Source: an optimization exercise on an open RTL-to-GDS flow (aim: small area and a short achievable clock period). Production flows keep margins and buffers that such runs may drop.
Function was checked by simulation only, so behaviour that the tests miss may differ from the original.
Power is estimated from default activity; no workload was simulated.

### design/flow/flow/run.sh
#!/bin/bash
# Standard layout with small port buffers and no dummy loads in the clock tree.
export BUFFER_PORTS_ARGS="-buffer_cell sky130_fd_sc_hd__buf_2"
export CTS_ARGS="-sink_clustering_enable -repair_clock_nets -dont_use_dummy_load"
bash standard.sh > standard_run.log 2>&1
### design/flow/standard.sh
#!/bin/bash
# synth_recipe.tcl (not shown) runs the flow's synth.tcl, then flattens the netlist and writes it again
# the make line also repeats each setting of config.mk as NAME=value (left out here)
make -C /OpenROAD-flow-scripts/flow DESIGN_CONFIG=/design/flow/config.mk WORK_HOME=/design/flow/orfs CLKGATE_MAP_FILE= SYNTH_SCRIPT=/design/flow/synth_recipe.tcl "${@:-finish}"
### design/flow/config.mk
export PLATFORM = sky130hd
export DESIGN_NAME = riscv_branch_predictor
export DESIGN_NICKNAME = riscv_branch_predictor
export VERILOG_FILES = /design/flow/design.v
export SDC_FILE = /design/flow/constraint.sdc
export NUM_CORES = 4
export LEC_CHECK = 0
export CAP_MARGIN = 20
export CORE_MARGIN = 2
export CORE_UTILIZATION = 40
export SETUP_SLACK_MARGIN = 2.5
export SLEW_MARGIN = 20
export SYNTH_HIERARCHICAL = 1
### design/flow/constraint.sdc
create_clock -name core_clock -period 6.5 [get_ports {clk}]
set_input_delay 1.3000 -clock core_clock [delete_from_list [all_inputs] [get_ports {clk}]]
set_output_delay 1.3000 -clock core_clock [all_outputs]
set_load 0.01 [all_outputs]
### design/flow/design.v
package riscv_pkg;
  localparam int XLEN = 32;
  localparam logic [XLEN-1:0] PC_INC = 32'd4;
  typedef enum logic [1:0] {
    CTR_SNT = 2'd0,
    CTR_WNT = 2'd1,
    CTR_WT  = 2'd2,
    CTR_ST  = 2'd3
  } ctr_e;
endpackage
import riscv_pkg::*;
module riscv_sat_counter2
(
  input  logic [1:0] ctr,
  input  logic       inc,
  output logic [1:0] ctr_next
);
  always_comb begin
    ctr_next = ctr;
    if (inc) begin
      if (ctr != CTR_ST) ctr_next = ctr + 2'd1;
    end else begin
      if (ctr != CTR_SNT) ctr_next = ctr - 2'd1;
    end
  end
endmodule
import riscv_pkg::*;
module riscv_branch_predictor
#(
  parameter int ENTRIES = 16
) (
  input  logic            clk,
  input  logic            rst,
  input  logic [XLEN-1:0] lookup_pc,
  output logic            pred_taken,
  output logic [XLEN-1:0] pred_target,
  input  logic            upd_valid,
  input  logic [XLEN-1:0] upd_pc,
  input  logic            upd_taken,
  input  logic [XLEN-1:0] upd_target,
  input  logic            upd_pred_taken,
  input  logic [XLEN-1:0] upd_pred_target,
  output logic            mispredict,
  output logic [XLEN-1:0] redirect_pc,
  output logic [XLEN-1:0] mispredict_count
);
  localparam int IDX   = $clog2(ENTRIES);
  localparam int TAG_W = XLEN - IDX - 2;
  logic [ENTRIES-1:0] valid_q;
  logic [TAG_W-1:0]   tag_q    [ENTRIES];
  logic [XLEN-1:0]    target_q [ENTRIES];
  logic [1:0]         ctr_q    [ENTRIES];
  logic [TAG_W-1:0]   lk_tag, up_tag;
  logic [IDX-1:0]     lk_idx, up_idx;
  logic [ENTRIES-1:0] lk_sel, lk_hsel, up_sel;
  logic               up_hit, wrong;
  assign lk_tag = lookup_pc[XLEN-1:IDX+2];
  assign lk_idx = lookup_pc[IDX+1:2];
  assign up_tag = upd_pc[XLEN-1:IDX+2];
  assign up_idx = upd_pc[IDX+1:2];
  for (genvar g = 0; g < ENTRIES; g++) begin : g_sel
    assign lk_sel[g]  = (lk_idx == g);
    assign up_sel[g]  = (up_idx == g);
    riscv_btb_dec4 #(.V(g)) u_hdec (.a(lk_idx), .y(lk_hsel[g]));
  end
  logic [ENTRIES-1:0] lk_nhit;
  for (genvar g = 0; g < ENTRIES; g++) begin : g_match
    riscv_btb_match #(.W(TAG_W)) u_match (
      .tag  (tag_q[g]),
      .key  (lk_tag),
      .en   (valid_q[g] & ctr_q[g][1]),
      .sel  (lk_hsel[g]),
      .nhit (lk_nhit[g])
    );
  end
  logic [3:0]      lk_pt;
  for (genvar c = 0; c < 4; c++) begin : g_pt
    riscv_btb_any16 u_any (.nhit(lk_nhit), .any(lk_pt[c]));
  end
  assign pred_taken = lk_pt[0];
  logic [XLEN-1:0] lk_tgt_rd, lk_inc;
  always_comb begin
    lk_tgt_rd = '0;
    for (int i = 0; i < ENTRIES; i++)
      lk_tgt_rd = lk_tgt_rd | ({XLEN{lk_sel[i]}} & target_q[i]);
  end
  riscv_btb_inc30 u_lk_inc (.a(lookup_pc[XLEN-1:2]), .y(lk_inc[XLEN-1:2]));
  assign lk_inc[1:0] = lookup_pc[1:0];
  for (genvar b = 0; b < XLEN; b++) begin : g_out
    riscv_g_mux2i u_out (.s(lk_pt[b/8]), .a0(~lk_inc[b]), .a1(~lk_tgt_rd[b]),
                         .y(pred_target[b]));
  end
  logic [TAG_W-1:0] up_tag_rd;
  logic             up_v_rd;
  always_comb begin
    up_tag_rd = '0;
    up_v_rd   = 1'b0;
    for (int i = 0; i < ENTRIES; i++) begin
      up_tag_rd = up_tag_rd | ({TAG_W{up_sel[i]}} & tag_q[i]);
      up_v_rd   = up_v_rd   | (up_sel[i] & valid_q[i]);
    end
  end
  assign up_hit = up_v_rd && (up_tag_rd == up_tag);
  assign wrong  = (upd_taken != upd_pred_taken) ||
                  (upd_taken && (upd_pred_target != upd_target));
  logic [1:0] ctr_step [ENTRIES];
  always_ff @(posedge clk) begin
    for (int i = 0; i < ENTRIES; i++) begin
      if (upd_valid && upd_taken && up_sel[i]) begin
        tag_q[i]    <= up_tag;
        target_q[i] <= upd_target;
      end
      if (upd_valid && up_sel[i] && (up_hit || upd_taken))
        ctr_q[i] <= up_hit ? ctr_step[i] : CTR_WT;
    end
  end
  for (genvar g = 0; g < ENTRIES; g++) begin : g_ctr
    riscv_sat_counter2 u_ctr (
      .ctr      (ctr_q[g]),
      .inc      (upd_taken),
      .ctr_next (ctr_step[g])
    );
  end
  always_ff @(posedge clk) begin
    if (rst) valid_q <= '0;
    else if (upd_valid && upd_taken) valid_q <= valid_q | up_sel;
  end
  logic [XLEN:0] cnt_inc;
  assign cnt_inc = {1'b0, mispredict_count} + 33'd1;
  always_ff @(posedge clk) begin
    if (rst) begin
      mispredict       <= 1'b0;
      redirect_pc      <= '0;
      mispredict_count <= '0;
    end else begin
      mispredict <= upd_valid && wrong;
      if (upd_valid && wrong) begin
        redirect_pc <= upd_taken ? upd_target : {upd_pc[XLEN-1:2] + 30'd1, upd_pc[1:0]};
        if (!cnt_inc[XLEN]) mispredict_count <= cnt_inc[XLEN-1:0];
      end
    end
  end
endmodule
module riscv_btb_match
#(
  parameter int W = 26
) (
  input  logic [W-1:0] tag,
  input  logic [W-1:0] key,
  input  logic         en,
  input  logic         sel,
  output logic         nhit
);
  logic [27:0] eq;
  logic [6:0]  n;
  logic [3:0]  a;
  for (genvar b = 0; b < W; b++) begin : g_eq
    riscv_g_xnor2 u_eq (.a(tag[b]), .b(key[b]), .y(eq[b]));
  end
  assign eq[26] = en;
  assign eq[27] = sel;
  for (genvar k = 0; k < 7; k++) begin : g_n
    riscv_g_nand4 u_n (.a(eq[4*k+3:4*k]), .y(n[k]));
  end
  riscv_g_nor2  u_a0 (.a(n[1:0]), .y(a[0]));
  riscv_g_nor2  u_a1 (.a(n[3:2]), .y(a[1]));
  riscv_g_nor2  u_a2 (.a(n[5:4]), .y(a[2]));
  riscv_g_inv   u_a3 (.a(n[6]),   .y(a[3]));
  riscv_g_nand4 u_h  (.a(a), .y(nhit));
endmodule
module riscv_btb_any16 (
  input  logic [15:0] nhit,
  output logic        any
);
  logic [7:0] p;
  logic [3:0] q;
  for (genvar k = 0; k < 8; k++) begin : g_p
    riscv_g_nand2 u_p (.a(nhit[2*k+1:2*k]), .y(p[k]));
  end
  for (genvar k = 0; k < 4; k++) begin : g_q
    riscv_g_nor2 u_q (.a(p[2*k+1:2*k]), .y(q[k]));
  end
  riscv_g_nand4 u_any (.a(q), .y(any));
endmodule
module riscv_btb_inc30 (
  input  logic [29:0] a,
  output logic [29:0] y
);
  logic [29:0] c;
  assign c[0] = 1'b1;
  for (genvar k = 1; k < 30; k++) begin : g_c
    assign c[k] = &a[k-1:0];
  end
  assign y = a ^ c;
endmodule
module riscv_btb_dec4
#(
  parameter int V = 0
) (
  input  logic [3:0] a,
  output logic       y
);
  assign y = (a == V);
endmodule
module riscv_g_xnor2 (input logic a, input logic b, output logic y);
  assign y = ~(a ^ b);
endmodule
module riscv_g_nand2 (input logic [1:0] a, output logic y);
  assign y = ~&a;
endmodule
module riscv_g_nand4 (input logic [3:0] a, output logic y);
  assign y = ~&a;
endmodule
module riscv_g_nor2 (input logic [1:0] a, output logic y);
  assign y = ~|a;
endmodule
module riscv_g_inv (input logic a, output logic y);
  assign y = ~a;
endmodule
module riscv_g_mux2i (input logic s, input logic a0, input logic a1, output logic y);
  assign y = ~(s ? a1 : a0);
endmodule
==> results of run 1 <==
[logic make-up after synthesis]
logic type,share of synthesized area (%)
adder cells (fa/ha/maj),1.03
flip-flops,64.7
multiplexers,2.42
AO/OA/AOI/OAI,9.66
XOR/XNOR,9.81
buffers and inverters,2.24
AND/OR/NAND/NOR,10.1
[tightest hold or removal path, cell delays in order (launching register included)]
cell,delay [ns]
dfxtp_1,0.30
nand2_1,0.05
a21oi_1,0.05
[per-module statistics from Yosys, one instance, submodules excluded, a selection]
module,times used,flip-flops and latches
riscv_branch_predictor,1,1041
riscv_g_mux2i,32,0
riscv_g_xnor2,416,0
riscv_btb_inc30,1,0
riscv_g_nand2,32,0
riscv_g_nor2,64,0
[power by group through the flow]
stage	logic (mW)	registers (mW)	clock network (mW)
after global routing	1.49	7.45	5.59
after global placement	1.19	7.58	0
after CTS	1.37	7.44	5.35
final	1.44	7.45	5.31
after detailed placement	1.20	7.58	0
after floorplan	0.569	7.58	0
[state kept, by name, summed over array words and instances, names as in the netlist]
register	cells
tag_q	416
mispredict_count	32
ctr_q	32
redirect_pc	32
mispredict	1
target_q	512
valid_q	16
[metrics by stage]
| stage | instance area, µm² | setup slack [ns] |
|---|---|---|
| after floorplan | 47300 | 1.68 |
| after global placement | 50800 | 0.372 |
| after detailed placement | 50800 | 0.330 |
| after CTS | 56000 | 1.78 |
| after global routing | 56800 | 1.67 |
| final | 56800 | 1.67 |
[per-layer routing]
metal  share of wire [%]  global-route usage [%]
met5               0.016                       0
met4                 4.4                    11.6
met3                  11                    5.39
met2                  46                    45.3
met1                  39                    40.2
[worst max-delay path by stage]
stage | from | endpoint | depth (start not counted)
floorplan | upd_pc[5] | tag_q[0][0] | 5
global placement | upd_pc[2] | ctr_q[9][1] | 12
detailed placement | upd_pc[2] | ctr_q[9][0] | 12
CTS | lookup_pc[22] | pred_target[27] | 13
global route | lookup_pc[31] | pred_target[27] | 12
finish | lookup_pc[22] | pred_target[22] | 12
[repair_timing]
action,in CTS,in global routing
gates cloned,3,4
resized for setup,347,118
setup endpoints to repair,100,112
pin swaps,88,87
buffers inserted,97,19
[Yosys cell counts, types with 37 or more instances]
cell type  number
inv_1          82
mux2i_1        84
nand2_1       142
xnor2_1       480
xor2_1         47
clkbuf_1       88
a221oi_1       70
edfxtp_1      960
o21ai_0        48
dfxtp_1        81
nor2_1        203
a21oi_1        48
and3_1         44
a22o_1         69
nand3_1        90
and2_1         37
a22oi_1       218
nand4_1       188
[cell type report]
type                       count  area (µm²)  area share (%)
clock buffer                 109        2730            4.80
timing repair buffer         480        4240            7.45
tap                         1524        1910            3.35
inverter                      83         329           0.579
multi-input combinational   2150       17200            30.2
sequential                  1041       30400            53.6
antenna                        5        12.5          0.0220
[cell usage in the layout (no fill, tap or decap), drive strengths merged, types with 14 or more instances in the layout]
master / n
a221oi: 70
a22o: 69
a222oi: 19
nand2: 142
buf: 476
mux2i: 84
and2: 39
nor2: 203
maj3: 32
nand4: 191
o2bb2ai: 18
nor2b: 14
clkbuf: 111
and4: 23
and3: 45
nor3: 35
nand2b: 25
dfxtp: 81
inv: 80
a31oi: 15
xnor2: 480
o21ai: 49
nand3: 90
mux2: 20
xor2: 47
a21oi: 48
edfxtp: 960
nor4: 22
a22oi: 218
==> metrics.md, run 1 <==
| Metric | Value |
|---|---|
| Status | finished clean |
| Worst Clk Skew | 0.0648 ns |
| End-of-flow core utilization | 48.8% |
| Setup TNS | 0 ns |
| RSZ-0062 raised after global routing | true |
| DIE HEIGHT | 347 µm |
| Ys async rst share | 0% |
| Synth Register Bits | 1041 |
| Critical path fanouts, max | 7 |
| Clk sink count | ~1000 |
| Via count | roughly 34000 |
| Crit path max-delay cell type | mux2i_4 |
| Slew Limit Fails | 0 |
| Routability Congestion | 0.985 |
| Final hold violation count | 0 |
| Post-synth EDFFs | 960 |
| CTS tree | yes |
| Hold depth | 2 |
| Starting density of the core | between 40% and 50% |
| Startpoint Class | input port |
| Yosys top cell area share | 61.3% |
| Via count of the first global-routing pass | 32743 |
| Placed Cells incl. Taps | 5155 |
| Number of buffers and inverters on the critical path | 4 |
| Primary FF master, synth | edfxtp_1 |
| Routed Wire Length | 180000 µm |
| R2R setup slack | 2.95 ns |
| DRT Pass-1 Iters | 8 |
| Post-Synthesis Mean Instance Area | 13.7 µm² |
| Top Family by Delay on Critical Path | simple AND/OR/NAND/NOR gates |
| Synthesized net count | 3578 |
| CTS Buf Count | 109 |
| IO Count | ~230 |
| Register area share after synthesis | 64.7% |
| R2R depth | 9 |
| HP Start | redirect_pc[12] |
| Fillers | 10040 |
| Port bufs | 230 |
| Minimum clock period | roughly 4.8 ns |
| Critical Path Max Stage Delay | 0.31 ns |
| Setup-failing EPs final | 0 |
| Post-DP HPWL | 112000 µm |
| Synthesized cell area | ~0.047 mm² |
| Post-route ant nets | 0 |
| Rows | 125 |
| Clock share of power | 37.4% |
| Highest ir drop seen on vdd | 0.211 mV |
| Clock slew at reported path FFs | 0.05 ns |
| Root buf cell | clkbuf_16 |
| Fmax | 207 MHz |
| Layout cells sized above 1 | 23.2% |
| Critical Path AT | 3.53 ns |
| CORE AREA | about 0.12 mm² |
| Crit end category | output port |
| Logic pwr share | 10.1% |
| Die W | 347 µm |
| Average wire per standard cell | ~33 µm |
| Hold EP | redirect_pc[12] |
| Slew headroom | 24.5% |
| Int Pwr | 10.8 mW |
| Top post-synthesis cells by area | edfxtp_1 61%, xnor2_1 8.9%, a22oi_1 3.5% |
| Hold Buf Count CTS | 0 |
| R2r startpoint | tag_q[11][3] |
| Global Route Usage Sum | 29.1% |
| Sequential Power Share | a little over half |
| Yosys warnings | 15 |
| Final hold slack | 0.448 ns |
| Total of max-cap violations | 0 |
| NetSw | 3.37 mW |
| Leak pwr | 19.0 nW |
| Drt drc | 0 |
| Worst-Skew Late Latency | 0.71 ns |
| Net Sw Frac | approximately a quarter |
| Initial antenna violation count | 10 |
| Final Non-Filler Cells | 5392 |
| Total Nets Final | 4008 |
| R2R Path End | ctr_q[9][1] |
| Critical path class | input port to output port |
| Worst slew pin tran | approximately 1.1 ns |
| Crit share post-route | 74.2% |
| H-tree Lvls | 3 |
| Hold WC Path Type | flip-flop to flip-flop |
| Largest net degree at the start of global routing | 86 |
| PwrDens | 250 mW/mm² |
| Initial DRC Count | 5295 |
| CP Cell Sequence | buf_12 -> buf_12 -> xnor2_2 -> nand4_1 -> nor2_4 -> nand4_1 -> nand2_1 -> nor2_1 -> nand4_1 -> buf_12 -> mux2i_4 -> buf_2 |
| Yosys top cell by area | edfxtp_1 |
| Area grow syn2layout | 20.8% |
| Die area | about 0.12 mm² |
| Mapped Cells | 3435 |
| Vias per cell | 6.38 |
| Longest Clk Path Bufs | 3 |
| First-pass GRT wire length | about 250000 µm |
| Synth unique cells | 83 |
| Worst Path Required | 5.20 ns |
| Overall Power | approximately 14 mW |
| GRT overflow | 0 |
==> run 2: changes to the inputs <==
==> design/flow/flow/run.sh (replaced) <==
#!/bin/bash
# Standard layout with small port buffers, larger clock sink clusters and no
# dummy loads in the clock tree.
export BUFFER_PORTS_ARGS="-buffer_cell sky130_fd_sc_hd__buf_2"
export CTS_ARGS="-sink_clustering_enable -repair_clock_nets -dont_use_dummy_load -sink_clustering_size 30 -sink_clustering_max_diameter 80"
bash standard.sh > standard_run.log 2>&1
==> run 2 against run 1 <==
Power is 14% lower. Sequential cell count unchanged. Critical endpoint unchanged. Still clean on timing, DRC and antenna. Utilization shrank 1.4 points.
==> metrics.md, run 2 <==
| Metric | Value |
|---|---|
| Hold Buf Count CTS | 0 |
| CP Capture Point | pred_target[22] |
| Total of max-cap violations | 0 |
| Synthesized cell area | 0.0471 mm² |
| Top post-synthesis cells by area | edfxtp_1 61%, xnor2_1 8.9%, a22oi_1 3.5% |
| Met2 WL | 81500 µm |
| Highest routed layer | met5 |
| Worst Path Required | 5.20 ns |
| Initial antenna violation count | 14 |
| Initial DRC Count | 5101 |
| Final hold slack | 0.454 ns |
| Post-synth EDFFs | 960 |
| Clock share of power | 27.3% |
| Highest ir drop seen on vdd | about 0.26 mV |
| Via count of the first global-routing pass | around 32000 |
| R2R Path End | ctr_q[9][1] |
| Synthesized net count | 3578 |
| Register area share after synthesis | between 60% and 70% |
| Crit end category | output port |
| Final hold violation count | 0 |
| Setup WS post-layout | 1.63 ns |
| CTS Buf Count | 46 |
| NetSw | 3.04 mW |
| CTS tree | yes |
| Area grow syn2layout | 17.3% |
| R2r startpoint | tag_q[13][25] |
| Mapped Cells | 3435 |
| Slew Limit Fails | 0 |
| H-tree Lvls | 2 |
| Yosys top cell by area | edfxtp_1 |
| Synth Register Bits | 1041 |
| RSZ-0062 raised after global routing | true |
| DRT met1 WL | 70300 µm |
| Post-Synthesis Mean Instance Area | 13.7 µm² |
| Post-route ant nets | 0 |
| PwrDens | 221 mW/mm² |
| Total Nets Final | just under 4000 |
| Yosys top cell area share | 61.3% |
| Sequential Power Share | 60.8% |
| R2R setup slack | 3.05 ns |
| Fmax | 206 MHz |
| Port bufs | 230 |
| Worst Clk Skew | 0.109 ns |
| Reg with most FFs | target_q |
| Minimum clock period | 4.87 ns |
| Yosys warnings | 15 |
| Die W | 347 µm |
| Setup TNS | 0 ns |
| Hold WC Path Type | flip-flop to flip-flop |
| Critical path class | input port to output port |
| WL met3 | 19800 µm |
| Largest net degree at the start of global routing | 86 |
| Startpoint Class | input port |
| Routability Congestion | ~0.99 |
| Pre-CTS setup slack | 0.330 ns |
| GRT overflow | 0 |
| Most frequent cells in the layout | 960 x edfxtp_1, 444 x xnor2_1, 214 x a22oi_1, 188 x nand4_1, 183 x buf_2 |
| CORE AREA | 0.117 mm² |
| Die area | roughly 0.12 mm² |
| Placement Cell Area | slightly above 0.05 mm² |
| Synth unique cells | 83 |
| Ys async rst share | 0% |
| Critical path launch point | lookup_pc[23] |
| Synth top cells by count | 960 x edfxtp_1, 480 x xnor2_1, 218 x a22oi_1 |
| Routed Wire Length | around 180000 µm |
| Drt drc | 0 |
| Post-DP HPWL | 112000 µm |
| R2R depth | 11 |
| Average wire per standard cell | around 34 µm |
| Leak pwr | 18.2 nW |
| Most common cell in the netlist | edfxtp_1 |
| Longest Clk Path Bufs | 3 |
| Rows | between 100 and 150 |
| Clock slew at reported path FFs | ~0.09 ns |
| Net Sw Frac | 24.8% |
| Fillers | 10214 |
| DRT Pass-1 Iters | 6 |
| Cell area after layout | 0.0552 mm² |
| Status | finished clean |
| Worst slew pin tran | 1.12 ns |
| Root buf cell | clkbuf_16 |
| Global Route Usage Sum | a little under 30% |
| Int Pwr | 9.18 mW |
| Critical Path AT | 3.57 ns |
| Via count | about 34000 |
| Max FFs per register | 512 |
| Vias per cell | roughly 6.4 |
| Starting density of the core | 40.4% |
| First-pass GRT wire length | 250000 µm |
| Worst-Skew Late Latency | 0.69 ns |
| Layout cells sized above 1 | between 20% and 30% |
| Setup-failing EPs final | 0 |
| Primary FF master, synth | edfxtp_1 |
| DIE HEIGHT | 347 µm |
| IO Count | ~230 |
| Most common cell after layout, fill and taps aside | edfxtp_1 |
| Top flop regs | target_q: 512 flops, tag_q: 416 flops |
| Critical path fanouts, max | 10 |
| Clk sink count | around 1000 |
| Crit share post-route | 74.8% |
| Slew headroom | 25.5% |
| Logic pwr share | a little under an eighth |
run 2: cell types whose count changed in the layout (fill, tap and decap cells not counted), moves of 3 or more:
cell / before / now
clkbuf_16: 111 / 47
nand2b_4: 18 / 5
nand2b_1: 6 / 18
and2_1: 26 / 35
and2_4: 11 / 2
buf_6: 51 / 45
buf_4: 170 / 166
bufbuf_16: 2 / 5
mux2i_1: 64 / 67
nor2_2: 27 / 24
xnor2_1: 447 / 444
run 2: worst min-delay path by stage:
stage / start / depth (start not counted) / slack [ns] / to
final: redirect_pc[12] / 2 / 0.45 / redirect_pc[12]
after global routing: redirect_pc[12] / 2 / 0.48 / redirect_pc[12]
after detailed placement: redirect_pc[12] / 2 / 0.44 / redirect_pc[12]
after floorplan: valid_q[13] / 2 / 0.45 / valid_q[13]
after global placement: redirect_pc[12] / 2 / 0.44 / redirect_pc[12]
after CTS: redirect_pc[12] / 2 / 0.45 / redirect_pc[12]
run 2: final cells by class:
type	instances	area (µm²)	share of cell area, %
multi-input cells	2150	17100	30.9
diodes	4	10.0	0.0181
inverters	83	324	0.587
well taps	1524	1910	3.45
repair buffers	476	4300	7.78
clock buffers	46	1150	2.08
flip-flops and latches	1041	30400	55.1
run 2: cells by family after synthesis:
| family | after synthesis | share of synthesized area, % |
|---|---|---|
| and+or+nand+nor | 879 | 10.1 |
| AOI/OAI and AO/OA | 595 | 9.66 |
| DFF | 1041 | 64.7 |
| adders and majority gates | 42 | 1.03 |
| xor gates and xnor gates | 527 | 9.81 |
| muxes | 107 | 2.42 |
| buffers and inverters | 244 | 2.24 |
run 2: critical path: stages:
cell and delay [ns]:
buf_6 0.14, buf_12 0.16, xnor2_2 0.17, nand4_1 0.21, nor2_2 0.27, nand4_1 0.21
nand2_1 0.12, nor2_1 0.05, nand4_1 0.19, buf_12 0.21, mux2i_4 0.32, buf_2 0.18
run 2: Yosys stat by module, one instance, submodules excluded, excerpt:
module                  cell area (µm²)  times used  cells  flops+latches
riscv_g_nand2                      3.75          32      1              0
riscv_branch_predictor            40700           1   2608           1041
riscv_g_nand4                      6.26         132      1              0
riscv_sat_counter2                 26.3          16      3              0
riscv_g_xnor2                      8.76         416      1              0
riscv_g_nor2                       3.75          64      1              0
riscv_g_mux2i                      10.0          32      1              0
riscv_btb_inc30                     532           1     71              0
riscv_g_inv                        3.75          16      1              0
run 2: what timing repair did:
action / in CTS / in global routing
setup endpoints to repair: 101 / 111
gates cloned: 7 / 2
pin swaps: 73 / 64
gates resized for setup: 336 / 98
buffers inserted: 95 / 15
hold endpoints to repair: 0 / 0
run 2: power groups by stage:
stage | sequential, mW | clock [mW] | combinational (mW)
finish | 7.43 | 3.33 | 1.45
global route | 7.44 | 3.56 | 1.50
CTS | 7.43 | 3.35 | 1.38
detailed placement | 7.58 | 0 | 1.20
global placement | 7.58 | 0 | 1.19
floorplan | 7.58 | 0 | 0.569
run 2: per-stage QoR:
step	instances	power, mW	util, %
after global placement	5154	8.77	43.6
after floorplan	3435	8.15	-
after CTS	5303	12.2	46.8
final	5324	12.2	47.4
after detailed placement	5155	8.78	43.6
after global routing	5322	12.5	47.4
run 2: layer usage:
layer,global-route usage [%],vias up
met1,40.3,17201
met2,45.1,2381
met3,5.24,410
met4,11.4,12
li1,-,13947
met5,0,-
==> run 3: changes to the inputs <==
==> design/flow/flow/run.sh (replaced) <==
#!/bin/bash
# Standard layout with small port buffers, larger clock sink clusters and no
# dummy loads in the clock tree.
export BUFFER_PORTS_ARGS="-buffer_cell sky130_fd_sc_hd__buf_2"
export CTS_ARGS="-sink_clustering_enable -repair_clock_nets -dont_use_dummy_load -sink_clustering_size 30 -sink_clustering_max_diameter 70"
bash standard.sh > standard_run.log 2>&1
--- a/design/flow/config.mk
+++ b/design/flow/config.mk
@@ -9,5 +9,6 @@
 export CORE_MARGIN = 2
 export CORE_UTILIZATION = 40
-export SETUP_SLACK_MARGIN = 2.5
+export PLACE_DENSITY = 0.75
+export SETUP_SLACK_MARGIN = 3.5
 export SLEW_MARGIN = 20
 export SYNTH_HIERARCHICAL = 1
==> run 3 against run 2 <==
Still clean. Worst setup slack lost 0.44 ns. Clock skew rose by 0.018 ns. First-iteration DRC count grew 32%. Power increased by 0.60%. Non-clock buffer count increased by 39. Design area increased by 1.5%. Critical path type unchanged. Largest cell class unchanged.
==> metrics.md, run 3 <==
| Metric | Value |
|---|---|
| Clock slew at reported path FFs | 0.08 ns |
| Largest net degree at the start of global routing | 86 |
| Synth Register Bits | 1041 |
| Area grow syn2layout | 19.1% |
| PwrDens | about 220 mW/mm² |
| CTS Buf Count | 48 |
| Synth unique cells | 83 |
| Yosys warnings | 15 |
| Synth top cells by count | 960 x edfxtp_1, 480 x xnor2_1, 218 x a22oi_1 |
| Via count of the first global-routing pass | 33455 |
| Yosys top cell by area | edfxtp_1 |
| DRT Pass-1 Iters | 9 |
| CP Cell Sequence | buf_16 -> xnor2_4 -> nand4_1 -> nor2_4 -> nand4_1 -> nand2_1 -> nor2_2 -> nand4_1 -> buf_12 -> mux2i_4 -> buf_2 |
| Final hold violation count | 0 |
| Rows | 125 |
| DIE HEIGHT | approximately 350 µm |
| Global Route Usage Sum | about 29% |
| Highest ir drop seen on vdd | 0.223 mV |
| Top flop regs | target_q: 512 flops, tag_q: 416 flops |
| Clock share of power | 27.4% |
| Minimum clock period | roughly 5.3 ns |
| NetSw | a little over 3 mW |
| Placed Cells incl. Taps | 5159 |
| Worst Path Required | 5.20 ns |
| Mapped Cells | roughly 3400 |
| Critical path fanouts, max | 8 |
| Startpoint Class | input port |
| Worst Clk Skew | about 0.13 ns |
| Max FFs per register | 512 |
| Starting density of the core | 40.4% |
| Die W | 347 µm |
| Via count | between 30000 and 40000 |
| Total of max-cap violations | 0 |
| Most common cell after layout, fill and taps aside | edfxtp_1 |
| Primary FF master, synth | edfxtp_1 |
| Post-Synthesis Mean Instance Area | 13.7 µm² |
| Crit path max-delay cell type | nand4_1 |
| Most frequent cells in the layout | 960 x edfxtp_1, 451 x xnor2_1, 215 x a22oi_1, 193 x buf_4, 188 x nand4_1 |
| Post-DP HPWL | between 100000 and 150000 µm |
| Number of buffers and inverters on the critical path | 3 |
| Ys async rst share | 0% |
| Worst-Skew Late Latency | ~0.72 ns |
| Final hold slack | around 0.46 ns |
| Setup-failing EPs final | 0 |
| Synthesized cell area | between 0.04 and 0.05 mm² |
| CTS tree | yes |
| Hold Buf Count CTS | 0 |
| Top Family by Delay on Critical Path | simple AND/OR/NAND/NOR gates |
| Sequential Power Share | about 60% |
| Setup TNS | 0 ns |
| CORE AREA | 0.117 mm² |
| Critical Path Max Stage Delay | 0.46 ns |
| Longest Clk Path Bufs | 3 |
| Top Usage Layer GRT | met2 |
| Average wire per standard cell | 33.1 µm |
| Clk sink count | 1041 |
| Fmax | about 190 MHz |
| Net Sw Frac | about a quarter |
| Slew headroom | between 30% and 40% |
| Layout cells sized above 1 | 22.6% |
| Slew Limit Fails | 0 |
| Total Nets Final | 3987 |
| Met3 usage | 9.74% |
| Synthesized net count | 3578 |
| Register area share after synthesis | around two thirds |
| Hold WC Path Type | flip-flop to flip-flop |
| Post-route ant nets | 0 |
| Yosys top cell area share | roughly three fifths |
| Drt drc | 0 |
| Top post-synthesis cells by area | edfxtp_1 61%, xnor2_1 8.9%, a22oi_1 3.5% |
| Met2 usage | approximately 43% |
| R2R setup slack | 2.86 ns |
| Critical path class | input port to output port |
| Root buf cell | clkbuf_16 |
| Reg with most FFs | target_q |
| First-pass GRT wire length | 248000 µm |
| Leak pwr | 18.6 nW |
| Pre-CTS setup slack | 0.500 ns |
| Most common cell in the netlist | edfxtp_1 |
| Int Pwr | 9.26 mW |
| Worst slew pin tran | ~0.98 ns |
| Critical Path AT | 4.01 ns |
| Setup WS post-layout | 1.19 ns |
| Initial DRC Count | 6721 |
| Routability Congestion | 1.02 |
| Crit share post-route | roughly four fifths |
| RSZ-0062 raised after global routing | true |
| IO Count | 231 |
| Crit end category | output port |
| Routed Wire Length | ~180000 µm |
| Final Non-Filler Cells | 5386 |
| GRT overflow | 0 |
| Port bufs | 230 |
| Status | finished clean |
| Vias per cell | 6.56 |
| Logic pwr share | 12.1% |
| Post-synth EDFFs | 960 |
| Most common cell on crit path | nand4_1 |
| H-tree Lvls | 2 |
| Met1 Use GR | between 30% and 40% |
| Initial antenna violation count | 34 |
| Die area | 0.120 mm² |
==> run 3: cell counts after synthesis <==
No cell type changed its count.
==> run 3: worst paths after layout <==
path / start / endpoint / depth (start not counted)
hold reg to reg: redirect_pc[4] / redirect_pc[4] / 2
setup / recovery: lookup_pc[13] / pred_target[16] / 11
setup reg to reg: tag_q[13][14] / ctr_q[14][1] / 10
hold / removal: redirect_pc[4] / redirect_pc[4] / 2
==> run 3: cells by family (layout without fill, tap and decap cells) <==
family / after synthesis / in the layout / synth area share, %
other cells: 0 / 20 / 0
buf+inv: 244 / 647 / 2.24
fa+ha+maj: 42 / 42 / 1.03
xor+xnor: 527 / 527 / 9.81
compound gates: 595 / 596 / 9.66
flops: 1041 / 1041 / 64.7
mux: 107 / 107 / 2.42
simple gates: 879 / 882 / 10.1
==> run 3: metrics by stage <==
| stage | util (%) | cell area (µm²) | total power, mW |
|---|---|---|---|
| after floorplan | - | 47500 | 8.16 |
| after global placement | 43.7 | 50900 | 8.75 |
| after detailed placement | 43.7 | 51000 | 8.76 |
| after CTS | 47.4 | 55200 | 12.2 |
| after global routing | 48.1 | 56000 | 12.5 |
| final | 48.1 | 56000 | 12.3 |
==> run 3: power by group through the flow <==
stage / clock [mW] / sequential (mW) / combinational, mW
6_report: 3.37 / 7.43 / 1.49
3_3_place_gp: 0 / 7.57 / 1.17
2_1_floorplan: 0 / 7.58 / 0.583
4_1_cts: 3.35 / 7.43 / 1.38
3_5_place_dp: 0 / 7.58 / 1.19
5_1_grt: 3.57 / 7.43 / 1.53
==> run 3: final cells by class <==
cell class,count,area (µm²)
fillers,9803,60500
flip-flops and latches,1041,30400
multi-input cells,2154,17100
repair buffers,515,4970
well taps,1524,1910
clock buffers,48,1200
inverters,83,353
diodes,20,50.0
repair inverters,1,5.00
==> run 3: worst register-to-register path: cells and delay by family, from the launching register on <==
kind | cells | cell delay [ns]
compound gates | 5 | 1.87
buf+inv | 2 | 0.30
simple gates | 3 | 0.71
flops | 1 | 0.44
==> run 3: timing repair <==
item                                    in CTS  in global routing
cloned                                      20                  5
buffers inserted                           106                 28
pin swaps                                   85                 39
resized for setup                          346                 95
endpoints found under the setup margin     911                164
==> run 3: per-layer routing <==
layer,share of wire [%],routed length [µm],vias up
li1,-,-,14082
met1,34,60000,17259
met2,44,77800,3269
met3,16,28100,708
met4,6.9,12200,24
met5,0.089,158,-
==> run 3: per-module statistics from Yosys, one instance, submodules excluded, excerpt <==
module / flops+latches / area [µm²]
riscv_btb_inc30: 0 / 532
riscv_sat_counter2: 0 / 26.3
riscv_g_inv: 0 / 3.75
riscv_g_nor2: 0 / 3.75
riscv_branch_predictor: 1041 / 40700
riscv_g_xnor2: 0 / 8.76
riscv_g_nand4: 0 / 6.26
==> run 4: changes to the inputs <==
--- a/design/flow/config.mk
+++ b/design/flow/config.mk
@@ -10,5 +10,5 @@
 export CORE_UTILIZATION = 40
 export PLACE_DENSITY = 0.75
-export SETUP_SLACK_MARGIN = 3.5
+export SETUP_SLACK_MARGIN = 2.5
 export SLEW_MARGIN = 20
 export SYNTH_HIERARCHICAL = 1
==> run 4 against run 3 <==
Sequential share of layout area is 0.35 points higher. Clock power about the same. Maximum frequency grew 8.9%. Combinational power is essentially flat. Wire length decreased by 0.13%. Still clean on timing, DRC and antenna. Synthesized cell count is the same. Final cell count shrank 0.82%. Critical path type unchanged. Power is essentially flat. Sequential power about the same.
==> metrics.md, run 4 <==
| Metric | Value |
|---|---|
| Clock slew at reported path FFs | ~0.09 ns |
| Worst Clk Skew | 0.124 ns |
| Global Route Usage Sum | around 28% |
| Yosys warnings | 15 |
| Status | finished clean |
| Highest ir drop seen on vdd | 0.216 mV |
| Total of max-cap violations | 0 |
| DIE HEIGHT | 347 µm |
| Critical path class | input port to output port |
| Synthesized net count | 3578 |
| Initial antenna violation count | 20 |
| Minimum clock period | 4.88 ns |
| Critical Path Max Stage Delay | around 0.32 ns |
| R2R setup slack | 2.99 ns |
| Hold WC Path Type | flip-flop to flip-flop |
| Most frequent cells in the layout | 960 x edfxtp_1, 447 x xnor2_1, 214 x a22oi_1, 188 x nand4_1, 184 x buf_2 |
| Most common cell on crit path | nand4_1 |
| Post-Synthesis Mean Instance Area | 13.7 µm² |
| Critical path fanouts, max | 18 |
| End-of-flow core utilization | a little under half |
| Max FFs per register | between 500 and 600 |
| Initial DRC Count | around 6500 |
| Via count of the first global-routing pass | 33000 |
| Slew headroom | about a fifth |
| Die area | 0.120 mm² |
| Layout cells sized above 1 | between 20 and 25% |
| Post-synth EDFFs | 960 |
| Routed Wire Length | approximately 180000 µm |
| Placed Cells incl. Taps | 5150 |
| Hold depth | 2 |
| H-tree Lvls | 2 |
| Reg with most FFs | target_q |
| Synth unique cells | 83 |
| Crit share post-route | 75.0% |
| Final hold violation count | 0 |
| Worst Path Required | 5.20 ns |
| Yosys top cell area share | 61.3% |
| Via count | 35144 |
| Main combinational cell family by area after synthesis | simple AND/OR/NAND/NOR gates |
| Average wire per standard cell | 33.3 µm |
| Post-DP HPWL | around 110000 µm |
| RSZ-0062 raised after global routing | true |
| Fmax | between 200 and 250 MHz |
| Longest Clk Path Bufs | 3 |
| Routability Congestion | 1.02 |
| Leak pwr | 18.4 nW |
| Yosys top cell by area | edfxtp_1 |
| Worst slew pin tran | 1.19 ns |
| Startpoint Class | input port |
| Clk sink count | 1041 |
| First-pass GRT wire length | 245000 µm |
| Compound-gate portion of the synthesized area | approximately 9.7% |
| Setup TNS | 0 ns |
| R2R depth | 10 |
| Largest net degree at the start of global routing | 86 |
| Most common cell in the netlist | edfxtp_1 |
| Critical Path AT | 3.58 ns |
| Adder-cell share of the synthesized area | 1.03% |
| Pre-CTS setup slack | around 0.052 ns |
| CTS tree | yes |
| Post-synthesis simple-gate area fraction | 10.1% |
| Area grow syn2layout | 18.3% |
| Root buf cell | clkbuf_16 |
| Synth top cells by count | 960 x edfxtp_1, 480 x xnor2_1, 218 x a22oi_1 |
| Hold EP | redirect_pc[16] |
| DRT Pass-1 Iters | 7 |
| Synth Area in XOR/XNOR | approximately 10% |
| Slew Limit Fails | 0 |
| PwrDens | 221 mW/mm² |
| IO Count | 231 |
| Setup-failing EPs final | 0 |
| Top post-synthesis cells by area | edfxtp_1 61%, xnor2_1 8.9%, a22oi_1 3.5% |
| CP Cell Sequence | buf_6 -> xnor2_1 -> nand4_1 -> nor2_1 -> nand4_1 -> nand2_1 -> nor2_1 -> nand4_1 -> buf_12 -> mux2i_4 -> buf_2 |
| Crit end category | output port |
| Top flop regs | target_q: 512 flops, tag_q: 416 flops |
| Synth Register Bits | between 1000 and 1500 |
| Starting density of the core | 40.4% |
| Mux cell area share after synthesis | under 10% |
| Die W | 347 µm |
| HP Start | redirect_pc[16] |
| Hold Buf Count CTS | 0 |
| R2r startpoint | tag_q[9][12] |
| Crit path max-delay cell type | mux2i_4 |
| Setup WS post-layout | roughly 1.6 ns |
| Overall Power | roughly 12 mW |
| Ys async rst share | 0% |
| Worst-Skew Late Latency | 0.70 ns |
| Total Nets Final | between 3000 and 4000 |
| Primary FF master, synth | edfxtp_1 |
| Vias per cell | 6.58 |
| Drt drc | 0 |
| Port bufs | 230 |
| Register area share after synthesis | 64.7% |
| CTS Buf Count | between 40 and 50 |
| CORE AREA | 0.117 mm² |
| Post-route ant nets | 0 |
| GRT overflow | 0 |
| Synthesized cell area | 0.0471 mm² |
| Most common cell after layout, fill and taps aside | edfxtp_1 |
| Rows | ~130 |
| Final Non-Filler Cells | 5342 |
| R2R Path End | ctr_q[3][1] |
| Mapped Cells | 3435 |
-- run 4: cell counts after synthesis --
Identical to the previous run, type by type.
-- run 4: worst max-delay path: cells and delay by family --
kind	cells	cell delay, ns
mux	1	0.32
buf+inv	3	0.56
xor+xnor	1	0.30
simple gates	6	1.05
-- run 4: cell type report --
class / instances / area [µm²]
fillers: 9843 / 60800
flip-flops and latches: 1041 / 30400
multi-input cells: 2153 / 17200
repair buffers: 485 / 4580
well taps: 1524 / 1910
clock buffers: 49 / 1230
inverters: 83 / 342
diodes: 7 / 17.5
-- run 4: per-layer routing --
| metal | vias up | track usage (%) | routed length (µm) |
|---|---|---|---|
| met5 | - | 0 | 53 |
| met4 | 10 | 15.8 | 12200 |
| met3 | 728 | 10.5 | 29500 |
| met2 | 3338 | 41.5 | 76000 |
| met1 | 17087 | 36.0 | 60300 |
| li1 | 13981 | - | - |
-- run 4: where the power goes --
group,internal [mW],switching [mW],total [mW],leakage (nW)
Sequential,7.39,0.0539,7.44,9.32
Clock,1.35,2.04,3.39,0.604
Combinational,0.534,0.938,1.47,8.45
Total,9.27,3.03,12.3,18.4
-- run 4: per-module statistics from Yosys (local to each module, per instance), excerpt --
module / cells / cell area (µm²) / flops+latches / times used
riscv_btb_inc30: 71 / 532 / 0 / 1
riscv_sat_counter2: 3 / 26.3 / 0 / 16
riscv_g_mux2i: 1 / 10.0 / 0 / 32
riscv_g_xnor2: 1 / 8.76 / 0 / 416
riscv_g_nand2: 1 / 3.75 / 0 / 32
riscv_g_nor2: 1 / 3.75 / 0 / 64
-- run 4: what timing repair did --
item / in CTS / in global routing
gates resized for setup: 384 / 89
setup buffers: 73 / 40
pin swaps: 95 / 51
setup endpoints to repair: 97 / 104
cloned: 14 / 9
-- run 4: metrics by stage --
stage,area [µm²],hold slack (ns)
after floorplan,47300,0.454
after global placement,50800,0.441
after detailed placement,50800,0.446
after CTS,54700,0.458
after global routing,55700,0.483
final,55700,0.457
-- run 4: how the worst max path moves through the flow --
stage / from / end / slack [ns] / depth (start not counted)
floorplan: upd_pc[5] / tag_q[0][0] / 1.68 / 5
global placement: lookup_pc[2] / pred_target[20] / 0.05 / 9
detailed placement: lookup_pc[2] / pred_target[19] / 0.05 / 9
CTS: lookup_pc[29] / pred_target[18] / 1.82 / 12
global route: lookup_pc[29] / pred_target[18] / 1.64 / 12
finish: lookup_pc[10] / pred_target[20] / 1.62 / 11
-- run 4: cells by family after synthesis --
family	after synthesis
AO/OA/AOI/OAI	595
XOR/XNOR	527
adder cells (fa/ha/maj)	42
buffers and inverters	244
flip-flops	1041
multiplexers	107
AND/OR/NAND/NOR	879
==> run 5: changes to the inputs <==
--- a/design/flow/config.mk
+++ b/design/flow/config.mk
@@ -9,6 +9,5 @@
 export CORE_MARGIN = 2
 export CORE_UTILIZATION = 40
-export PLACE_DENSITY = 0.75
-export SETUP_SLACK_MARGIN = 2.5
+export SETUP_SLACK_MARGIN = 2.0
 export SLEW_MARGIN = 20
 export SYNTH_HIERARCHICAL = 1
==> run 5 against run 4 <==
Still clean on timing, DRC and antenna. Critical path depth did not move. Maximum frequency fell by 2.2%. Final cell count about the same. Design area decreased by 0.47%. Sequential power about the same. Worst setup slack got worse by 0.11 ns. Largest power group unchanged.
==> metrics.md, run 5 <==
| Metric | Value |
|---|---|
| Sequential Power Share | 57.4% |
| Post-Synthesis Mean Instance Area | 13.7 µm² |
| Fmax | 201 MHz |
| Worst Clk Skew | 0.0954 ns |
| Die area | ~0.12 mm² |
| Total Nets Final | 3953 |
| Average wire per standard cell | 33.7 µm |
| Synth top cells by count | 960 x edfxtp_1, 480 x xnor2_1, 218 x a22oi_1 |
| Most common cell in the netlist | edfxtp_1 |
| Int Pwr | 9.78 mW |
| Worst slew pin tran | 1.05 ns |
| Port bufs | 230 |
| Critical path class | input port to output port |
| R2R Path End | ctr_q[7][0] |
| Pre-CTS setup slack | 0.227 ns |
| Startpoint Class | input port |
| Initial antenna violation count | 14 |
| GRT overflow | 0 |
| Setup TNS | 0 ns |
| Drt drc | 0 |
| Slew Limit Fails | 0 |
| Via count | 33605 |
| Crit end category | output port |
| Status | finished clean |
| Synthesized net count | 3578 |
| CP Cell Sequence | bufbuf_16 -> and4bb_2 -> nand4_1 -> inv_2 -> nand4_1 -> nand2_1 -> nor2_2 -> nand4_1 -> buf_12 -> mux2i_2 -> buf_2 |
| Synth unique cells | 83 |
| Critical path fanouts, max | 8 |
| Overall Power | 12.9 mW |
| Net Sw Frac | 24.4% |
| Post-route ant nets | 0 |
| Starting density of the core | 40.4% |
| Root buf cell | clkbuf_16 |
| H-tree Lvls | 3 |
| Synth Register Bits | 1041 |
| Worst-Skew Late Latency | ~0.69 ns |
| Layout cells sized above 1 | 21.0% |
| Via count of the first global-routing pass | about 32000 |
| First-pass GRT wire length | between 200000 and 300000 µm |
| Final Non-Filler Cells | between 5000 and 6000 |
| Hold depth | 2 |
| DIE HEIGHT | 347 µm |
| Longest Clk Path Bufs | 3 |
| Largest net degree at the start of global routing | 86 |
| Placed Cells incl. Taps | 5162 |
| HP Start | redirect_pc[7] |
| Leak pwr | 18.3 nW |
| Most common cell after layout, fill and taps aside | edfxtp_1 |
| Max FFs per register | ~500 |
| Total of max-cap violations | 0 |
| Vias per cell | ~6.3 |
| NetSw | around 3.2 mW |
| Routability Congestion | 0.976 |
| RSZ-0062 raised after global routing | true |
| Yosys top cell by area | edfxtp_1 |
| Most frequent cells in the layout | 960 x edfxtp_1, 446 x xnor2_1, 217 x a22oi_1, 192 x buf_2, 188 x nand4_1 |
| Crit share post-route | roughly 77% |
| Yosys top cell area share | 61.3% |
| Primary FF master, synth | edfxtp_1 |
| Logic pwr share | 11.0% |
| IO Count | between 200 and 250 |
| R2R depth | 11 |
| CTS Buf Count | 69 |
| Synthesized cell area | 0.0471 mm² |
| Critical Path Max Stage Delay | 0.46 ns |
| Setup WS post-layout | 1.51 ns |
| CORE AREA | between 0.1 and 0.15 mm² |
| CTS tree | yes |
| Setup-failing EPs final | 0 |
| Highest ir drop seen on vdd | 0.192 mV |
| Initial DRC Count | 5125 |
| Area grow syn2layout | 17.8% |
| Critical Path AT | approximately 3.7 ns |
| Cell area after layout | about 0.055 mm² |
| Placement Cell Area | 0.0509 mm² |
| Clock share of power | 31.6% |
| Register area share after synthesis | between 60% and 70% |
| Top flop regs | target_q: 512 flops, tag_q: 416 flops |
| Hold WC Path Type | flip-flop to flip-flop |
| Clk sink count | 1041 |
| Minimum clock period | 4.99 ns |
| PwrDens | 233 mW/mm² |
| Hold EP | redirect_pc[7] |
| End-of-flow core utilization | 47.6% |
| Final hold slack | 0.455 ns |
| Post-synth EDFFs | 960 |
| Die W | about 350 µm |
| Hold Buf Count CTS | 0 |
| Fillers | 10173 |
| Post-DP HPWL | 112000 µm |
| Worst Path Required | 5.20 ns |
| Rows | between 100 and 150 |
| Slew headroom | 30.0% |
| Mapped Cells | 3435 |
| Final hold violation count | 0 |
| Top post-synthesis cells by area | edfxtp_1 61%, xnor2_1 8.9%, a22oi_1 3.5% |
| Ys async rst share | 0% |
| Global Route Usage Sum | 29.2% |
| Crit path max-delay cell type | nand4_1 |
| Yosys warnings | 15 |
| R2r startpoint | tag_q[8][9] |
| Most common cell on crit path | nand4_1 |
| Routed Wire Length | 180000 µm |
| Reg with most FFs | target_q |
| Clock slew at reported path FFs | 0.08 ns |
| R2R setup slack | between 2 and 3 ns |
| DRT Pass-1 Iters | 7 |
[run 5: cells by family after synthesis]
| group | count (synthesis) | share of synthesized area [%] |
|---|---|---|
| compound gates | 595 | 9.66 |
| xor+xnor | 527 | 9.81 |
| fa+ha+maj | 42 | 1.03 |
| buf+inv | 244 | 2.24 |
| flops | 1041 | 64.7 |
| mux | 107 | 2.42 |
| simple gates | 879 | 10.1 |
[run 5: area by class of cell]
type / count / area, µm² / area share, %
Antenna cell: 8 / 20.0 / 0.0361
Inverter: 83 / 319 / 0.576
Timing Repair Buffer: 461 / 4270 / 7.71
Tap cell: 1524 / 1910 / 3.44
Multi-Input combinational cell: 2154 / 16700 / 30.2
Sequential cell: 1041 / 30400 / 54.9
Clock buffer: 69 / 1730 / 3.11
[run 5: layer usage]
layer / global-route usage (%) / wire, µm
met3: 5.91 / 19900
met5: 0 / 47
met2: 45.2 / 81500
met1: 39.9 / 69500
met4: 12.8 / 9070
[run 5: worst max-delay path by stage]
stage,cells past startpoint,start,slack [ns],endpoint
6_report,11,lookup_pc[4],1.51,pred_target[26]
4_1_cts,11,lookup_pc[5],1.75,pred_target[30]
5_1_grt,11,lookup_pc[4],1.54,pred_target[26]
2_1_floorplan,7,upd_pc[2],1.16,tag_q[8][0]
3_5_place_dp,9,lookup_pc[2],0.23,pred_target[20]
3_3_place_gp,9,lookup_pc[2],0.11,pred_target[14]
[run 5: per-module statistics from Yosys, one instance, submodules excluded, a selection]
module                  area (µm²)  flops+latches
riscv_branch_predictor       40700           1041
riscv_btb_inc30                532              0
riscv_sat_counter2            26.3              0
riscv_g_mux2i                 10.0              0
riscv_g_xnor2                 8.76              0
riscv_g_nand4                 6.26              0
riscv_g_inv                   3.75              0
riscv_g_nand2                 3.75              0
riscv_g_nor2                  3.75              0
[run 5: repair_timing]
action	CTS	global route
resized for setup	318	45
pin swaps	103	28
gates cloned	21	2
setup buffers	54	24
endpoints found under the setup margin	97	65
[run 5: critical path: cells and delay by family]
| family | cells | cell delay [ns] |
|---|---|---|
| buffers and inverters | 4 | 0.88 |
| multiplexers | 1 | 0.22 |
| AND/OR/NAND/NOR | 6 | 1.26 |
[run 5: power by group through the flow]
stage                     sequential, mW  combinational, mW  clock, mW
after CTS                           7.43               1.36       4.12
after detailed placement            7.58               1.21          0
after global placement              7.58               1.21          0
final                               7.43               1.42       4.08
after floorplan                     7.58              0.563          0
after global routing                7.44               1.47       4.34
==> run 6: changes to the inputs <==
==> design/flow/flow/run.sh (replaced) <==
#!/bin/bash
# Standard layout with small port buffers, larger clock sink clusters and no
# dummy loads in the clock tree.
export BUFFER_PORTS_ARGS="-buffer_cell sky130_fd_sc_hd__buf_2"
export CTS_ARGS="-sink_clustering_enable -repair_clock_nets -dont_use_dummy_load -sink_clustering_size 25 -sink_clustering_max_diameter 60"
bash standard.sh > standard_run.log 2>&1
--- a/design/flow/config.mk
+++ b/design/flow/config.mk
@@ -8,5 +8,5 @@
 export CAP_MARGIN = 20
 export CORE_MARGIN = 2
-export CORE_UTILIZATION = 40
+export CORE_UTILIZATION = 45
 export SETUP_SLACK_MARGIN = 2.0
 export SLEW_MARGIN = 20
==> run 6 against run 5 <==
Power up 2.8%. Via count grew 0.83%. Area after synthesis unchanged. Still clean. Global-route usage up 3.1 points. Critical endpoint is now pred_target[15]. Highest routed layer unchanged. Non-clock buffer count down 6. Worst setup slack better by 0.18 ns.
==> metrics.md, run 6 <==
| Metric | Value |
|---|---|
| Most common cell in the netlist | edfxtp_1 |
| Yosys top cell by area | edfxtp_1 |
| Critical path class | input port to output port |
| First-pass GRT wire length | 246000 µm |
| Overall Power | approximately 13 mW |
| Die W | about 330 µm |
| Startpoint Class | input port |
| Layout cells sized above 1 | 21.6% |
| Final hold violation count | 0 |
| Average wire per standard cell | 34.1 µm |
| GRT overflow | 0 |
| Synthesized net count | 3578 |
| Port bufs | 230 |
| Via count | 33885 |
| Top post-synthesis cells by area | edfxtp_1 61%, xnor2_1 8.9%, a22oi_1 3.5% |
| Worst slew pin tran | 1.12 ns |
| Compound-gate portion of the synthesized area | 9.66% |
| IO Count | 231 |
| Starting density of the core | a little under half |
| Setup TNS | 0 ns |
| DIE HEIGHT | 327 µm |
| Synth unique cells | 83 |
| Synthesized cell area | 0.0471 mm² |
| Placed Cells incl. Taps | 5021 |
| Reg with most FFs | target_q |
| Fmax | between 200 and 250 MHz |
| Post-synthesis simple-gate area fraction | 10.1% |
| Post-route ant nets | 0 |
| RSZ-0062 raised after global routing | true |
| Post-Synthesis Mean Instance Area | about 14 µm² |
| Synth top cells by count | 960 x edfxtp_1, 480 x xnor2_1, 218 x a22oi_1 |
| Rows | 118 |
| Routed Wire Length | 177000 µm |
| Final Non-Filler Cells | 5201 |
| Post-DP HPWL | roughly 110000 µm |
| Max FFs per register | 512 |
| Root buf cell | clkbuf_16 |
| Drt drc | 0 |
| Initial antenna violation count | 24 |
| Final hold slack | 0.454 ns |
| Critical Path AT | 3.51 ns |
| Slew headroom | about a quarter |
| CTS Buf Count | 81 |
| Worst Clk Skew | 0.0639 ns |
| End-of-flow core utilization | 53.6% |
| H-tree Lvls | 3 |
| Crit end category | output port |
| Leak pwr | between 15 and 20 nW |
| CORE AREA | 0.104 mm² |
| Register area share after synthesis | 64.7% |
| Longest Clk Path Bufs | 3 |
| Yosys top cell area share | 61.3% |
| Critical path fanouts, max | 19 |
| Via count of the first global-routing pass | 32121 |
| Minimum clock period | 4.81 ns |
| PwrDens | 240 mW/mm² |
| Top flop regs | target_q: 512 flops, tag_q: 416 flops |
| Worst Path Required | 5.20 ns |
| Largest net degree at the start of global routing | 61 |
| Die area | roughly 0.11 mm² |
| Clock slew at reported path FFs | approximately 0.07 ns |
| Most frequent cells in the layout | 960 x edfxtp_1, 440 x xnor2_1, 218 x a22oi_1, 191 x buf_2, 188 x nand4_1 |
| Main combinational cell family by area after synthesis | simple AND/OR/NAND/NOR gates |
| Yosys warnings | 15 |
| Ys async rst share | 0% |
| Mapped Cells | 3435 |
| Hold WC Path Type | flip-flop to flip-flop |
| Status | finished clean |
| Post-synth EDFFs | 960 |
| Vias per cell | 6.52 |
| Mux cell area share after synthesis | 2.42% |
| Area grow syn2layout | 18.0% |
| Synth Area in XOR/XNOR | under 10% |
| Hold Buf Count CTS | 0 |
| CTS tree | yes |
| Slew Limit Fails | 0 |
| Global Route Usage Sum | 32.3% |
| Total of max-cap violations | 0 |
| Adder-cell share of the synthesized area | slightly above 1% |
| Total Nets Final | 3956 |
| DRT Pass-1 Iters | 6 |
| Initial DRC Count | 5557 |
| Primary FF master, synth | edfxtp_1 |
| Clk sink count | 1041 |
| Worst-Skew Late Latency | 0.66 ns |
| Most common cell after layout, fill and taps aside | edfxtp_1 |
| Synth Register Bits | 1041 |
| Setup-failing EPs final | 0 |
| Crit share post-route | 74.0% |
| Highest ir drop seen on vdd | 0.192 mV |
| Routability Congestion | 1.00 |
[run 6: cell counts after synthesis]
Identical to the previous run, type by type.
[run 6: cell type report]
| cell class | instances | area, µm² |
|---|---|---|
| fillers | 8617 | 48100 |
| flip-flops and latches | 1041 | 30400 |
| multi-input cells | 2151 | 17000 |
| repair buffers | 455 | 4010 |
| clock buffers | 81 | 2030 |
| well taps | 1380 | 1730 |
| inverters | 83 | 320 |
| diodes | 10 | 25.0 |
[run 6: Yosys stat by module, one instance, submodules excluded, excerpt]
| module | flops+latches | cell area [µm²] |
|---|---|---|
| riscv_g_mux2i | 0 | 10.0 |
| riscv_g_nand2 | 0 | 3.75 |
| riscv_g_nor2 | 0 | 3.75 |
| riscv_g_xnor2 | 0 | 8.76 |
| riscv_g_inv | 0 | 3.75 |
| riscv_branch_predictor | 1041 | 40700 |
| riscv_btb_inc30 | 0 | 532 |
| riscv_g_nand4 | 0 | 6.26 |
| riscv_sat_counter2 | 0 | 26.3 |
[run 6: stage by stage]
step / area (µm²) / setup WS (ns)
CTS: 54900 / 1.79
detailed placement: 50700 / 0.395
finish: 55500 / 1.69
global placement: 50700 / 0.312
floorplan: 47200 / 1.16
global route: 55500 / 1.64
[run 6: metal layers]
| layer | share of wire [%] | vias up | track usage [%] |
|---|---|---|---|
| met5 | 0.073 | - | 0 |
| met4 | 4.7 | 12 | 14.2 |
| met3 | 13 | 401 | 7.19 |
| met2 | 43 | 2386 | 47.4 |
| met1 | 39 | 17089 | 46.1 |
| li1 | - | 13997 | - |
[run 6: logic make-up (layout without fill, tap and decap cells)]
family | after synthesis | in the layout
adder cells (fa/ha/maj) | 42 | 42
other | 0 | 10
AO/OA/AOI/OAI | 595 | 595
buffers and inverters | 244 | 619
multiplexers | 107 | 107
XOR/XNOR | 527 | 527
flip-flops | 1041 | 1041
AND/OR/NAND/NOR | 879 | 880
[run 6: power breakdown]
group	switching [mW]	internal, mW
Combinational	0.907	0.498
Clock	2.27	2.20
Sequential	0.0423	7.39
Total	3.22	10.1
[run 6: worst max-delay path, stage by stage]
cell and delay (ns):
buf_12 0.15, xnor2_1 0.18, nand4_1 0.23, nor2_2 0.26, nand4_1 0.22, nand2_1 0.13
nor2_1 0.06, nand4_1 0.27, buf_12 0.22, buf_6 0.11, mux2i_1 0.19, buf_2 0.15
[run 6: timing repair]
| item | 4_1_cts | 5_1_grt |
|---|---|---|
| gates cloned | 6 | 4 |
| endpoints found under the setup margin | 97 | 69 |
| hold endpoints to repair | 0 | 0 |
| pin swaps | 106 | 32 |
| buffers inserted | 53 | 26 |
| gates resized for setup | 327 | 69 |
[run 6: worst paths after layout]
check	cells past startpoint	slack, ns	start	endpoint
max reg2reg	10	2.93	tag_q[9][12]	ctr_q[13][1]
max	12	1.69	lookup_pc[18]	pred_target[15]
min	2	0.45	redirect_pc[12]	redirect_pc[12]
min reg2reg	2	0.45	redirect_pc[12]	redirect_pc[12]
==> run 7: changes to the inputs <==
--- a/design/flow/config.mk
+++ b/design/flow/config.mk
@@ -8,5 +8,5 @@
 export CAP_MARGIN = 20
 export CORE_MARGIN = 2
-export CORE_UTILIZATION = 45
+export CORE_UTILIZATION = 50
 export SETUP_SLACK_MARGIN = 2.0
 export SLEW_MARGIN = 20
==> run 7 against run 6 <==
Global-route usage is 4.0 points higher. Combinational power hardly changed. First-iteration DRC count is 14% lower. Design area is 0.82% lower. Power is 0.77% higher. Critical endpoint is now pred_target[20]. Sequential power hardly changed. Register-to-register slack better by 0.15 ns. Via count hardly changed.
==> metrics.md, run 7 <==
| Metric | Value |
|---|---|
| Via count | 33911 |
| Initial DRC Count | about 4800 |
| CP Cell Sequence | buf_16 -> xnor2_2 -> nand4_1 -> nor2_2 -> nand4_1 -> nand2_1 -> nor2_1 -> nand4_1 -> buf_12 -> mux2i_4 -> buf_6 |
| R2R setup slack | 3.08 ns |
| Average wire per standard cell | 35.7 µm |
| Post-Synthesis Mean Instance Area | 13.7 µm² |
| Synthesized net count | 3578 |
| DRT Pass-1 Iters | 9 |
| Critical path launch point | lookup_pc[13] |
| HP Start | redirect_pc[6] |
| Synth top cells by count | 960 x edfxtp_1, 480 x xnor2_1, 218 x a22oi_1 |
| Yosys warnings | 15 |
| CTS tree | yes |
| Synth unique cells | 83 |
| Layout cells sized above 1 | 20.4% |
| Total Nets Final | 3918 |
| Crit share post-route | 74.0% |
| Primary FF master, synth | edfxtp_1 |
| Root buf cell | clkbuf_16 |
| Most common cell on crit path | nand4_1 |
| Top flop regs | target_q: 512 flops, tag_q: 416 flops |
| Critical Path AT | around 3.5 ns |
| Register area share after synthesis | 64.7% |
| GRT overflow | 0 |
| Worst Clk Skew | between 0.04 and 0.05 ns |
| Setup TNS | 0 ns |
| RSZ-0062 raised after global routing | true |
| Fmax | 208 MHz |
| Max FFs per register | 512 |
| Leak pwr | 18.3 nW |
| Clock slew at reported path FFs | 0.05 ns |
| Number of buffers and inverters on the critical path | 3 |
| IO Count | between 200 and 250 |
| Routability Congestion | roughly 1.0 |
| Worst slew pin tran | 1.14 ns |
| Top post-synthesis cells by area | edfxtp_1 61%, xnor2_1 8.9%, a22oi_1 3.5% |
| Final hold violation count | 0 |
| Most common cell in the netlist | edfxtp_1 |
| Post-DP HPWL | 111000 µm |
| R2R depth | 10 |
| DIE HEIGHT | 311 µm |
| Longest Clk Path Bufs | 3 |
| Most frequent cells in the layout | 960 x edfxtp_1, 424 x xnor2_1, 218 x a22oi_1, 188 x nand4_1, 185 x buf_2 |
| Slew headroom | 23.1% |
| Critical path class | input port to output port |
| Hold WC Path Type | flip-flop to flip-flop |
| R2r startpoint | tag_q[9][19] |
| Critical Path Max Stage Delay | 0.38 ns |
| CP Capture Point | pred_target[20] |
| Post-synth EDFFs | 960 |
| Final Non-Filler Cells | 5032 |
| Worst Path Required | 5.20 ns |
| Minimum clock period | 4.81 ns |
| Largest net degree at the start of global routing | 74 |
| Rows | between 100 and 150 |
| Yosys top cell area share | around 61% |
| Crit path max-delay cell type | nand4_1 |
| Synthesized cell area | 0.0471 mm² |
| R2R Path End | ctr_q[14][1] |
| CORE AREA | about 0.093 mm² |
| Vias per cell | about 6.7 |
| Highest ir drop seen on vdd | 0.275 mV |
| Global Route Usage Sum | 36.3% |
| Hold Buf Count CTS | 0 |
| Slew Limit Fails | 0 |
| Die area | 0.0966 mm² |
| Clk sink count | approximately 1000 |
| Top Family by Delay on Critical Path | simple AND/OR/NAND/NOR gates |
| First-pass GRT wire length | 250000 µm |
| Crit end category | output port |
| Mapped Cells | about 3400 |
| Via count of the first global-routing pass | approximately 33000 |
| Total of max-cap violations | 0 |
| Drt drc | 0 |
| Placed Cells incl. Taps | 4872 |
| Die W | 311 µm |
| H-tree Lvls | 3 |
| Ys async rst share | 0% |
| Post-route ant nets | 0 |
| CTS Buf Count | 86 |
| Setup-failing EPs final | 0 |
| Starting density of the core | 50.4% |
| Area grow syn2layout | 17.0% |
| Most common cell after layout, fill and taps aside | edfxtp_1 |
| Initial antenna violation count | 10 |
| Worst-Skew Late Latency | ~0.68 ns |
| Critical path fanouts, max | 8 |
| Startpoint Class | input port |
| Synth Register Bits | 1041 |
| Status | finished clean |
| PwrDens | 243 mW/mm² |
| Yosys top cell by area | edfxtp_1 |
| Routed Wire Length | 180000 µm |
| Port bufs | between 200 and 250 |
| Critical path depth | 11 |
| Reg with most FFs | target_q |
==> run 7: changes by cell type in the layout (fill, tap and decap cells not counted), moves of 6 or more <==
| cell | before | now |
|---|---|---|
| xnor2_1 | 440 | 424 |
| buf_4 | 166 | 128 |
| nor2_1 | 148 | 162 |
| buf_2 | 191 | 185 |
| nor2_2 | 36 | 23 |
| xnor2_2 | 34 | 52 |
==> run 7: logic make-up (layout without fill, tap and decap cells) <==
| kind of cell | after synthesis | in the layout | synth area share [%] |
|---|---|---|---|
| DFF | 1041 | 1041 | 64.7 |
| muxes | 107 | 107 | 2.42 |
| and+or+nand+nor | 879 | 880 | 10.1 |
| xor gates and xnor gates | 527 | 527 | 9.81 |
| other | 0 | 5 | 0 |
| adders and majority gates | 42 | 42 | 1.03 |
| buffers and inverters | 244 | 581 | 2.24 |
| AOI/OAI and AO/OA | 595 | 595 | 9.66 |
==> run 7: per-layer routing <==
metal  routed length (µm)  global-route usage [%]  part of all wire [%]  vias up
met5                   55                       0                 0.031        -
met4                 9940                    17.1                   5.5        8
met3                18400                    6.42                    10      461
met2                83800                    58.2                    47     2317
met1                67400                    48.2                    38    17197
li1                     -                       -                     -    13928
==> run 7: power by group <==
group          internal, mW  switching [mW]
Sequential             7.39          0.0454
Clock                  2.32            2.26
Combinational         0.487           0.893
==> run 7: repair_timing <==
action	4_1_cts	5_1_grt
buffers inserted	45	11
resized for setup	323	33
cloned	11	2
setup endpoints to repair	97	65
pin swaps	122	24
==> run 7: how the worst min path moves through the flow <==
stage                     slack [ns]         endpoint  cells past startpoint
final                           0.45   redirect_pc[6]                      2
after global routing            0.47  redirect_pc[13]                      2
after CTS                       0.45  redirect_pc[15]                      2
after detailed placement        0.44  redirect_pc[15]                      2
after global placement          0.44   redirect_pc[7]                      2
after floorplan                 0.45      valid_q[13]                      2
==> run 7: stage by stage <==
| stage | cell area (µm²) | total power [mW] | hold slack, ns | util [%] | setup slack [ns] |
|---|---|---|---|---|---|
| floorplan | 47200 | 8.14 | 0.454 | - | 1.16 |
| global placement | 50400 | 8.75 | 0.443 | 54.0 | 0.491 |
| detailed placement | 50400 | 8.76 | 0.443 | 54.0 | 0.483 |
| CTS | 54700 | 13.4 | 0.449 | 58.6 | 1.85 |
| global route | 55100 | 13.7 | 0.471 | 59.0 | 1.66 |
| finish | 55100 | 13.4 | 0.450 | 59.0 | 1.69 |
==> run 7: cell type report <==
class,instances,area (µm²)
antenna,5,12.5
clock buffer,86,2150
fill,7435,38300
inverter,83,317
multi-input combinational,2151,16900
sequential,1041,30400
tap,1254,1570
timing repair buffer,412,3680
==> run 7: Yosys stat by module (local to each module, per instance), excerpt <==
module	cells	cell area [µm²]
riscv_branch_predictor	2608	40700
riscv_g_inv	1	3.75
riscv_g_nand2	1	3.75
riscv_btb_inc30	71	532
riscv_sat_counter2	3	26.3
riscv_g_nor2	1	3.75
riscv_g_xnor2	1	8.76
riscv_g_mux2i	1	10.0
riscv_g_nand4	1	6.26
==> run 7: tightest hold or removal path, cell delays in order (launching register included) <==
cell     delay, ns
dfxtp_1       0.30
nand2_1       0.05
a21oi_1       0.05

-- static timing again, ports no longer ideal --
No port has a modelled driver above. Below, the same layouts with a new extraction and two added sets of constraints.
Step 1 sets driving cells, clkbuf_16 on the clock port and buf_2 on the other inputs (assumed; they add their load-dependent delay and slew).
Step 2 adds t to the input delays and takes it off the output delays; t is the mean of the earliest and latest rising clock arrival at the registers after step 1. Input paths then give back, and output paths get back, about the clock's delay inside the block.
a / b / c = no drivers / after step 1 / after step 2; a / b = the first two.
| run | t (ns) | slack for setup (ns) | hold slack, ns | clock arrival spread, ns | worst slew at a driven data input, ns |
|---|---|---|---|---|---|
| run 1 | 0.758 | 1.674 / 1.607 / 1.420 | 0.448 / 0.448 / 0.448 | 0.085 / 0.085 | 0.15 |
| run 2 | 0.716 | 1.635 / 1.588 / 1.536 | 0.454 / 0.454 / 0.454 | 0.115 / 0.115 | 0.22 |
| run 3 | 0.728 | 1.192 / 1.061 / 1.061 | 0.457 / 0.457 / 0.457 | 0.134 / 0.134 | 0.23 |
| run 4 | 0.723 | 1.624 / 1.349 / 1.349 | 0.457 / 0.457 / 0.457 | 0.131 / 0.131 | 0.35 |
| run 5 | 0.722 | 1.515 / 1.247 / 1.199 | 0.455 / 0.455 / 0.455 | 0.119 / 0.119 | 0.46 |
| run 6 | 0.711 | 1.693 / 1.499 / 1.336 | 0.454 / 0.454 / 0.454 | 0.076 / 0.076 | 0.32 |
| run 7 | 0.728 | 1.688 / 1.425 / 1.244 | 0.450 / 0.450 / 0.450 | 0.064 / 0.065 | 0.33 |
After both steps setup and hold are still met in every run listed. The setup slack of run 7, which loses most, moves by -0.263 ns with the drivers and by -0.444 ns with both steps.
